What follows belongs to an exercise in optimizing a design on an open flow for small area, a short achievable clock period and few clock cycles per item; a production flow would make more cautious choices. At most, simulation tests tie the RTL to the original design; equivalence was not proved. The flow treats the clock pin as an ideal source. Dropping or thinning the clock tree relies on that and would not hold on a real chip. Power figures rest on the tool's default switching activity, not on a simulated workload.

## argb_pixel_blend_unit
module argb_pixel_blend_unit (
  input  logic        clk_i,
  input  logic        rst_ni,
  input  logic        start_i,
  output logic        busy_o,
  input  logic [31:0] src_pixel_i,
  input  logic [31:0] dst_pixel_i,
  output logic        done_o,
  output logic [31:0] out_pixel_o,
  input  logic        cfg_valid_i,
  output logic        cfg_ready_o,
  input  logic [1:0]  cfg_index_i,
  input  logic [31:0] cfg_data_i
);
  logic [2:0]  mode_q;
  logic [7:0]  ca_q;
  logic        sel_q;
  logic [31:0] fill_q;
  assign cfg_ready_o = 1'b1;
  assign busy_o      = 1'b0;
  logic fill_set_q;
  always_ff @(posedge clk_i or negedge rst_ni) begin
    if (!rst_ni) begin
      mode_q     <= 3'd0;
      ca_q       <= 8'hFF;
      sel_q      <= 1'b0;
      fill_set_q <= 1'b0;
    end else if (cfg_valid_i) begin
      case (cfg_index_i)
        2'd0: mode_q     <= cfg_data_i[2:0];
        2'd1: ca_q       <= cfg_data_i[7:0];
        2'd2: sel_q      <= cfg_data_i[0];
        2'd3: fill_set_q <= 1'b1;
        default: ;
      endcase
    end
  end
  always_ff @(posedge clk_i) begin
    if (cfg_valid_i && cfg_index_i == 2'd3) fill_q <= cfg_data_i;
  end
  logic [31:0] s_pix;
  assign s_pix = ({32{sel_q && fill_set_q}} & fill_q) | ({32{!sel_q}} & src_pixel_i);
  logic        m_inv_src, m_inv_dst, m_blend, m_add, m_sub;
  logic [7:0]  alpha;
  logic [23:0] p_d, q_d;
  logic [7:0]  top_d;
  assign m_inv_src = (mode_q == 3'd1);
  assign m_inv_dst = (mode_q == 3'd2);
  assign m_blend   = (mode_q == 3'd3) || (mode_q == 3'd4) || (mode_q == 3'd7);
  assign m_add     = (mode_q == 3'd5);
  assign m_sub     = (mode_q == 3'd6);
  always_comb begin
    case (mode_q)
      3'd3:    alpha = s_pix[31:24];
      3'd4:    alpha = dst_pixel_i[31:24];
      default: alpha = ca_q;
    endcase
  end
  assign p_d   = m_inv_dst ? ~dst_pixel_i[23:0] :
  ...
Size: ~1300 cells after synthesis, roughly 370 flip-flops, ~140 I/O pins, about 17000 sq um of cells after synthesis.
export LEC_CHECK = 0
export CAP_MARGIN = 20
export CORE_MARGIN = 2
export CORE_UTILIZATION = 40
export SETUP_SLACK_MARGIN = 3.6
export SLEW_MARGIN = 20
export SYNTH_HIERARCHICAL = 1
create_clock -name core_clock -period 5.5 [get_ports {clk_i}]
standard.sh (not shown) runs the stock make flow with config.mk's settings and CLKGATE_MAP_FILE= SYNTH_SCRIPT=/design/flow/synth_recipe.tcl, a recipe that flattens the netlist after the stock synthesis.
==> flow/flow/run.sh <==
#!/bin/bash
# The standard layout (the standard.sh, standard synthesis unchanged) with
# smaller port buffers and a two-level clock tree built by flow/pre_cts.tcl
# (four root buffers on the clock port, twenty-four leaf buffers) in place of
# TritonCTS. Each tool's output goes to standard.log.
set -euo pipefail
export BUFFER_PORTS_ARGS="-buffer_cell sky130_fd_sc_hd__buf_2"
export PRE_CTS_TCL="$PWD/flow/pre_cts.tcl"
bash standard.sh > standard.log 2>&1
==> flow/flow/pre_cts.tcl <==
# PRE_CTS hook: build the clock tree here (two buffer levels, see
# clock_tree.tcl) instead of TritonCTS, whose H-tree adds a third level.
source [file join [file dirname [info script]] clock_tree.tcl]
build_clock_tree 6 4 sky130_fd_sc_hd__clkbuf_8 sky130_fd_sc_hd__clkbuf_16
set_propagated_clock [all_clocks]
# cts.tcl calls clock_tree_synthesis next; the tree is already built.
rename clock_tree_synthesis orfs_unused_clock_tree_synthesis
proc clock_tree_synthesis {args} {
  puts "clock_tree_synthesis skipped: clock tree built by flow/pre_cts.tcl"
}
Other scripts of this flow, unchanged in this note and not shown: flow/flow/clock_tree.tcl
Testbench counts at the start, summed over its fixed seeds: cycles 16,967, items 16,026.
Next try:
SETUP_SLACK_MARGIN = 3.55   (was 3.6)
What happened:
- area after synthesis does not change
- fmax stays flat
- wire length came out lower by 2.9%
Next try:
CORE_UTILIZATION = 50   (was 40)
=> The changed run finished with timing, DRC and antenna clean. Total power decreases by 0.68%. First-iteration DRC count decreases by 21%. Critical path depth increases by 3.
Next try:
--- a/flow/flow/run.sh
+++ b/flow/flow/run.sh
@@ -3,3 +3,3 @@
 # smaller port buffers and a two-level clock tree built by flow/pre_cts.tcl
-# (four root buffers on the clock port, twenty-four leaf buffers) in place of
+# (four root buffers on the clock port, sixteen leaf buffers) in place of
 # TritonCTS. Each tool's output goes to standard.log.
--- a/flow/flow/pre_cts.tcl
+++ b/flow/flow/pre_cts.tcl
@@ -3,3 +3,3 @@
 source [file join [file dirname [info script]] clock_tree.tcl]
-build_clock_tree 6 4 sky130_fd_sc_hd__clkbuf_8 sky130_fd_sc_hd__clkbuf_16
+build_clock_tree 4 4 sky130_fd_sc_hd__clkbuf_16 sky130_fd_sc_hd__clkbuf_16
 set_propagated_clock [all_clocks]
CORE_UTILIZATION = 40   (was 50)
What happened: The new run completed without violations; worst setup slack loses 0.0063 ns; wire length grows by 3.4%; sequential power is about the same; die area grows by 24%; final cell count grows by 4.5%; global-route usage shrinks by 4.2 points; hold slack gains 0.0052 ns; clock power grows by about 10%.
No run of this note takes its clock network from TritonCTS; it comes from the design's own scripts or RTL.


== run A ==
Another version of the RTL of argb_pixel_blend_unit (not shown whole).
Size in the first run: roughly 1400 cells after synthesis, roughly 360 flip-flops.
clock: 5.5 ns
lec_check: 0
cap_margin: 20
core_margin: 2
core_utilization: 40
setup_slack_margin: 3.45
slew_margin: 20
==> flow/flow/run.sh <==
#!/bin/bash
# The standard layout (the standard.sh, standard synthesis unchanged) with
# smaller port buffers and a clock tree without dummy loads.
set -euo pipefail
export BUFFER_PORTS_ARGS="-buffer_cell sky130_fd_sc_hd__buf_2"
export CTS_ARGS="-sink_clustering_enable -repair_clock_nets -dont_use_dummy_load -sink_clustering_size 24 -sink_clustering_max_diameter 80 -buf_list {sky130_fd_sc_hd__clkbuf_8 sky130_fd_sc_hd__clkbuf_16}"
bash standard.sh > standard.log 2>&1
Both conditions hold for run A: the flow ran to the end and the final layout passed the timing, design-rule and antenna checks.
Testbench counts of run A, summed over its fixed seeds: cycles 16,967, items 16,026.
Here is what was changed in the inputs of run B compared with run A.
- CORE_UTILIZATION changed from 40 to 55
- Run B finished end to end and its layout was clean on timing, DRC and antenna.
- Between run B and run A, it is run B whose global-route wire length before repair is lower, by about 2.1%.
- Changes observed in run B relative to run A: number of non-filler instances in the completed layout went down by 135, overall power now larger, total die area now sits lower, post-route standard cell area excluding fillers fell 0.70%.
- Run B vs. run A: fraction of area in multi-input gates grew by 0.73 points; vertical extent of the die shrank by 14%.
- From run A to run B the numbers moved as follows: minimum clock period climbed 0.0078 ns, post-layout net count essentially unchanged, part of the power in the clock network now sits lower.
What run C does differently from run B at the input level:
- CORE_UTILIZATION now 40, was 55
--- a/flow/flow/run.sh
+++ b/flow/flow/run.sh
@@ -6 +6 @@
-export CTS_ARGS="-sink_clustering_enable -repair_clock_nets -dont_use_dummy_load -sink_clustering_size 24 -sink_clustering_max_diameter 80 -buf_list {sky130_fd_sc_hd__clkbuf_8 sky130_fd_sc_hd__clkbuf_16}"
+export CTS_ARGS="-sink_clustering_enable -repair_clock_nets -dont_use_dummy_load"
### Flow results
Depth of the CTS H-tree: run C > run B
Stage delay of the slowest cell on the critical path: run B vs run C, no meaningful difference
met2 layer wire length in the routed design in run C is 110 um higher than in run B
Lower signed area change from the synthesized netlist to the final layout among run C and run B: run B
Compared with run B, run C supports a higher clock frequency.
From run B to run C, post-cts hold buffer count did not move at all.
Worst hold slack: run C vs run B up 0.0068 ns
Total power: run C above run B
Per the comparison of run C with run B, placed instance area rose by 0.93%; total internal power rose by 10%.
Relative to run C, the following input files were edited for run D:
- ABC_AREA: unset -> 1
--- outcome ---
Run D was carried through to the last stage, and its layout satisfied the timing, design-rule and antenna checks.
Average vias per placed instance: run D vs run C down 0.13
Diff run C -> run D: number of cells on the critical path has increased, post-route standard cell area excluding fillers has increased, amount of wire on met2 after detailed routing has increased, share of synthesized cell area in and, or, nand and nor gates has increased, core utilization has increased.
Diff run C -> run D: relative area of clock buffers and inverters in the final design decreased by 0.35 points relative to the old numbers, setup slack dropped 0.070 ns.
Inputs modified between run D and run E:
- removing ABC_AREA (formerly 1)
--- a/flow/flow/run.sh
+++ b/flow/flow/run.sh
@@ -6 +6 @@
-export CTS_ARGS="-sink_clustering_enable -repair_clock_nets -dont_use_dummy_load"
+export CTS_ARGS="-sink_clustering_enable -repair_clock_nets -dont_use_dummy_load -sink_clustering_size 30 -sink_clustering_max_diameter 60 -buf_list {sky130_fd_sc_hd__clkbuf_8 sky130_fd_sc_hd__clkbuf_16}"
### Flow results
Measured against run E, the number of cells after detailed placement of run D comes out at 1.16 times the reference value.
Setup slack in run E is larger than in run D.
Between run E and run D, the number of distinct library cell variants in the gate-level netlist after synthesis is lower for run D.
Critical path depth ended up 1 higher on run E than on run D.
The area added between synthesis and finish reported for run E is smaller than that of run D by 9.7 points.


## red
Another version of the RTL of argb_pixel_blend_unit (not shown whole).
For scale: about 1300 cells after synthesis, ~370 flip-flops, roughly 140 I/O pins, about 0.017 mm^2 of cells after synthesis.
==> flow/config.mk <==
export PLATFORM = sky130hd
export DESIGN_NAME = argb_pixel_blend_unit
export DESIGN_NICKNAME = argb_pixel_blend_unit
export VERILOG_FILES = /design/flow/design.v
export SDC_FILE = /design/flow/constraint.sdc
export NUM_CORES = 4
export LEC_CHECK = 0
export CAP_MARGIN = 20
export CORE_MARGIN = 2
export CORE_UTILIZATION = 40
export SETUP_SLACK_MARGIN = 3.55
export SLEW_MARGIN = 20
export SYNTH_HIERARCHICAL = 1
==> flow/constraint.sdc <==
create_clock -name core_clock -period 5.5 [get_ports {clk_i}]
set_input_delay 1.1000 -clock core_clock [delete_from_list [all_inputs] [get_ports {clk_i}]]
set_output_delay 1.1000 -clock core_clock [all_outputs]
set_load 0.01 [all_outputs]
==> flow/flow/run.sh <==
#!/bin/bash
# The standard layout (the standard.sh, standard synthesis unchanged) with
# smaller port buffers and a two-level clock tree built by flow/pre_cts.tcl
# (four root buffers on the clock port, sixteen leaf buffers) in place of
# TritonCTS. Each tool's output goes to standard.log.
set -euo pipefail
export BUFFER_PORTS_ARGS="-buffer_cell sky130_fd_sc_hd__buf_2"
export PRE_CTS_TCL="$PWD/flow/pre_cts.tcl"
bash standard.sh > standard.log 2>&1
==> flow/flow/pre_cts.tcl <==
# PRE_CTS hook: build the clock tree here (two buffer levels, see
# clock_tree.tcl) instead of TritonCTS, whose H-tree adds a third level.
source [file join [file dirname [info script]] clock_tree.tcl]
build_clock_tree 4 4 sky130_fd_sc_hd__clkbuf_16 sky130_fd_sc_hd__clkbuf_16
set_propagated_clock [all_clocks]
# cts.tcl calls clock_tree_synthesis next; the tree is already built.
rename clock_tree_synthesis orfs_unused_clock_tree_synthesis
proc clock_tree_synthesis {args} {
  puts "clock_tree_synthesis skipped: clock tree built by flow/pre_cts.tcl"
}
Other scripts of this flow, unchanged in this note and not shown: flow/flow/clock_tree.tcl
red | stages: all done | timing, DRC, antenna: all pass
diff inputs: red => blue
-- flow/flow/run.sh --
<<< red, line 3
# smaller port buffers and a two-level clock tree built by flow/pre_cts.tcl
# (four root buffers on the clock port, sixteen leaf buffers) in place of
# TritonCTS. Each tool's output goes to standard.log.
>>> blue, line 3
# smaller port buffers and a two-level clock tree built by flow/pre_cts.tcl
# (four root buffers on the clock port, twenty-four leaf buffers) in place of
# TritonCTS. Each tool's output goes to standard.log.
-- flow/flow/pre_cts.tcl --
<<< red, line 3
source [file join [file dirname [info script]] clock_tree.tcl]
build_clock_tree 4 4 sky130_fd_sc_hd__clkbuf_16 sky130_fd_sc_hd__clkbuf_16
set_propagated_clock [all_clocks]
>>> blue, line 3
source [file join [file dirname [info script]] clock_tree.tcl]
build_clock_tree 6 4 sky130_fd_sc_hd__clkbuf_8 sky130_fd_sc_hd__clkbuf_16
set_propagated_clock [all_clocks]
[summary]
Delta (blue minus red): filler-free cell count of the finished design essentially unchanged; total power consumption of the routed design decreased about 1.7%; minimum setup slack in the final design decreased 12 ps. Across red and blue, the outcome is the same: a clean finish for every run. blue vs. red: layout net count saw little to no change; maximum single-stage delay on the critical path saw an increase; DRC violation total after the first TritonRoute iteration saw a decrease.
No functional check of the RTL was part of any run of this note. In every run of this note, the design's own scripts or RTL, not TritonCTS, make the clock network.

## port drivers added, routing unchanged
No port has a modelled driver above. Below, the same layouts with a new extraction and two added sets of constraints. Step 1, drivers: a clkbuf_16 drives clk_i and a buf_2 each remaining input, both assumed. Step 2, shift: input delay + t, output delay - t, t = (earliest + latest rising clock arrival at the registers) / 2. This alone moves slack from input paths to output paths. a / b / c = no drivers / after step 1 / after step 2; a / b = the first two.
run | t (ns) | setup WS [ns] | latest minus earliest clock arrival (ns) | worst register clock-pin slew, ns
the first run of note 1 | 0.426 | 3.564 / 3.451 / 3.331 | 0.022 / 0.022 | 0.10 / 0.10
the second run of note 1 | 0.433 | 3.563 / 3.446 / 3.318 | 0.029 / 0.028 | 0.10 / 0.10
the third run of note 1 | 0.422 | 3.571 / 3.464 / 3.270 | 0.028 / 0.029 | 0.11 / 0.11
the fourth run of note 1 | 0.434 | 3.565 / 3.448 / 3.320 | 0.015 / 0.014 | 0.10 / 0.10
run A | 0.580 | 3.344 / 3.322 / 3.132 | 0.066 / 0.066 | 0.10 / 0.10
run B | 0.561 | 3.336 / 3.316 / 3.161 | 0.037 / 0.038 | 0.09 / 0.09
run C | 0.586 | 3.353 / 3.301 / 3.125 | 0.041 / 0.042 | 0.06 / 0.06
run D | 0.580 | 3.283 / 3.273 / 3.028 | 0.093 / 0.093 | 0.06 / 0.06
run E | 0.583 | 3.330 / 3.305 / 3.158 | 0.080 / 0.081 | 0.10 / 0.10
red | 0.428 | 3.560 / 3.447 / 3.309 | 0.023 / 0.023 | 0.10 / 0.10
blue | 0.435 | 3.549 / 3.434 / 3.309 | 0.027 / 0.027 | 0.11 / 0.11
After both steps every run listed still meets setup and hold. For the third run of note 1, which loses most, drivers alone change the setup slack by -0.107 ns; drivers and shift together by -0.301 ns.
